Context: an optimization exercise on an open-source flow, tuned for small area. The choices shown serve that exercise and are no tape-out recipe. In this exercise RTL edits were held to simulation tests only and were not proved equivalent to the original.

red:
==> flow/design.v <==
module conv_window_gen #(
    parameter int IMG_W = 256,
    parameter int IMG_H = 256,
    parameter int PIX_W = 8
) (
    input  logic               clk,
    input  logic               rst,
    input  logic               go,
    input  logic [PIX_W-1:0]   pix_in,
    input  logic               pix_valid,
    output logic               pix_ready,
    output logic [9*PIX_W-1:0] win_out,
    output logic               win_valid,
    input  logic               win_ready,
    output logic               busy,
    output logic               done
);
    localparam int CW = $clog2(IMG_W);
    localparam int RW = $clog2(IMG_H);
    localparam int N  = 2 * IMG_W + 3;
    logic             drain;
    logic [CW-1:0]    col;
    logic [RW-1:0]    row;
    logic [PIX_W-1:0] chain [N];
    logic             pix_acc;
    logic             win_hs;
    logic             last_col;
    logic             last_row;
    assign pix_ready = busy && !drain && (!win_valid || win_ready);
    assign pix_acc   = pix_valid && pix_ready;
    assign win_hs    = win_valid && win_ready;
    assign last_col  = (col == CW'(IMG_W - 1));
    assign last_row  = (row == RW'(IMG_H - 1));
    always_ff @(posedge clk) begin
        if (pix_acc) begin
            chain[0] <= pix_in;
            for (int k = 1; k < N; k++) chain[k] <= chain[k-1];
        end
    end
    always_comb begin
        for (int c = 0; c < 3; c++) begin
            win_out[PIX_W*(6+c) +: PIX_W] = chain[2 - c];
            win_out[PIX_W*(3+c) +: PIX_W] = chain[IMG_W + 2 - c];
            win_out[PIX_W*(0+c) +: PIX_W] = chain[2*IMG_W + 2 - c];
        end
    end
    always_ff @(posedge clk) begin
        if (!busy) begin
            col <= '0;
            row <= '0;
        end else if (pix_acc) begin
            col <= col + CW'(1);
            if (last_col) row <= row + RW'(1);
        end
    end
    always_ff @(posedge clk or posedge rst) begin
        if (rst) begin
            win_valid <= 1'b0;
            busy      <= 1'b0;
            drain     <= 1'b0;
            done      <= 1'b0;
        end else begin
            done <= 1'b0;
            if (!busy) begin
                if (go && !done) busy <= 1'b1;
            end else if (!drain) begin
                if (pix_acc) begin
                    win_valid <= (row >= RW'(2)) && (col >= CW'(2));
                    if (last_col && last_row) drain <= 1'b1;
                end else if (win_hs) begin
                    win_valid <= 1'b0;
                end
            end else if (win_hs) begin
                win_valid <= 1'b0;
                busy      <= 1'b0;
                drain     <= 1'b0;
                done      <= 1'b1;
            end
        end
    end
endmodule
clock: 10.0 ns
lec_check: 0
cap_margin: 20
core_margin: 2
core_utilization: 70
slew_margin: 20
cts_args: -sink_clustering_enable -repair_clock_nets -dont_use_dummy_load -sink_clustering_size 20 -sink_clustering_max_diameter 60 -buf_list sky130_fd_sc_hd__clkbuf_8
buffer_ports_args: -buffer_cell sky130_fd_sc_hd__buf_1
standard.sh (not shown) runs the stock make flow with config.mk's settings and CLKGATE_MAP_FILE= SYNTH_SCRIPT=/design/flow/synth_recipe.tcl, a recipe that flattens the netlist after the stock synthesis.
==> flow/flow/run.sh <==
#!/bin/bash
# Standard layout (the standard.sh, standard synthesis unchanged) with CTS
# tuned for area: small clock buffers, no dummy loads, and port buffers of the
# smallest buffer cell.
set -euo pipefail
cd "$(dirname "$0")/.."
source flow/knobs.sh
cat >> config.mk <<EOC
export CTS_ARGS = -sink_clustering_enable -repair_clock_nets -dont_use_dummy_load -sink_clustering_size $CTS_SIZE -sink_clustering_max_diameter $CTS_DIAM -buf_list $CTS_BUFS
export BUFFER_PORTS_ARGS = -buffer_cell sky130_fd_sc_hd__buf_1
EOC
bash standard.sh finish > flow_make.log 2>&1
==> flow/flow/knobs.sh <==
CTS_SIZE=20
CTS_DIAM=60
CTS_BUFS=sky130_fd_sc_hd__clkbuf_8
red: full flow OK, the timing, design-rule and antenna checks passed
## Diff of input files: blue against red
--- a/flow/design.v
+++ b/flow/design.v
@@ -16,29 +16,33 @@
     output logic               done
 );
     localparam int CW = $clog2(IMG_W);
     localparam int RW = $clog2(IMG_H);
     localparam int N  = 2 * IMG_W + 3;
     logic             drain;
+    logic             norun;
     logic [CW-1:0]    col;
     logic [RW-1:0]    row;
     logic [PIX_W-1:0] chain [N];
     logic             pix_acc;
+    logic             pix_hold;
     logic             win_hs;
+    logic             stall;
     logic             last_col;
     logic             last_row;
-    assign pix_ready = busy && !drain && (!win_valid || win_ready);
+    assign stall     = win_valid && !win_ready;
+    assign pix_ready = busy && !drain && !stall;
     assign pix_acc   = pix_valid && pix_ready;
+    assign pix_hold  = !pix_valid || norun || stall;
     assign win_hs    = win_valid && win_ready;
     assign last_col  = (col == CW'(IMG_W - 1));
     assign last_row  = (row == RW'(IMG_H - 1));
     always_ff @(posedge clk) begin
-        if (pix_acc) begin
-            chain[0] <= pix_in;
-            for (int k = 1; k < N; k++) chain[k] <= chain[k-1];
-        end
+        chain[0] <= ({PIX_W{pix_acc}} & pix_in) | ({PIX_W{pix_hold}} & chain[0]);
+        for (int k = 1; k < N; k++)
+            chain[k] <= ({PIX_W{pix_acc}} & chain[k-1]) | ({PIX_W{pix_hold}} & chain[k]);
     end
     always_comb begin
         for (int c = 0; c < 3; c++) begin
             win_out[PIX_W*(6+c) +: PIX_W] = chain[2 - c];
             win_out[PIX_W*(3+c) +: PIX_W] = chain[IMG_W + 2 - c];
             win_out[PIX_W*(0+c) +: PIX_W] = chain[2*IMG_W + 2 - c];
@@ -55,21 +59,28 @@
     end
     always_ff @(posedge clk or posedge rst) begin
         if (rst) begin
             win_valid <= 1'b0;
             busy      <= 1'b0;
             drain     <= 1'b0;
+            norun     <= 1'b1;
             done      <= 1'b0;
         end else begin
             done <= 1'b0;
             if (!busy) begin
-                if (go && !done) busy <= 1'b1;
+                if (go && !done) begin
+                    busy  <= 1'b1;
+                    norun <= 1'b0;
+                end
             end else if (!drain) begin
                 if (pix_acc) begin
                     win_valid <= (row >= RW'(2)) && (col >= CW'(2));
-                    if (last_col && last_row) drain <= 1'b1;
+                    if (last_col && last_row) begin
+                        drain <= 1'b1;
+                        norun <= 1'b1;
+                    end
                 end else if (win_hs) begin
                     win_valid <= 1'b0;
                 end
             end else if (win_hs) begin
                 win_valid <= 1'b0;
                 busy      <= 1'b0;
Results
- Final cell area excluding filler cells (higher): red
- Of red and blue, the run reporting the higher average instance area after synthesis was red.
- For blue, the main combinational cell family by area after synthesis was compound AO/OA/AOI/OAI gates, unlike red, where it was simple AND/OR/NAND/NOR gates.
- For the portion of the layout cell area used by non-clock buffers, blue came in 0.23 points higher than red did.
- Delta (blue minus red): count of clock-buffer cells in the layout moved up; worst setup slack shrank by 0.14 ns.

port drivers added, routing unchanged:
Ports are ideal in the flow. The routed layouts listed here were re-timed in OpenROAD.
Step 1 (the two cells are an assumption about what drives the block):
set clk [get_ports {clk}]
set_driving_cell -lib_cell sky130_fd_sc_hd__clkbuf_16 $clk
set_driving_cell -lib_cell sky130_fd_sc_hd__buf_2 [delete_from_list [all_inputs] $clk]
Step 2 adds t to the input delays and takes it off the output delays; t is the mean of the earliest and latest rising clock arrival at the registers after step 1. Input paths then give back, and output paths get back, about the clock's delay inside the block.
Three values: ideal, step 1, step 2; two values: the first two.
run	t (ns)	setup WS [ns]	worst data-port slew with drivers (ns)
red	1.022	5.443 / 5.421 / 4.849	0.04
blue	1.042	5.300 / 5.276 / 4.756	0.03
After both steps every run listed still meets setup and hold. For red, which loses most, drivers alone change the setup slack by -0.022 ns; drivers and shift together by -0.594 ns.
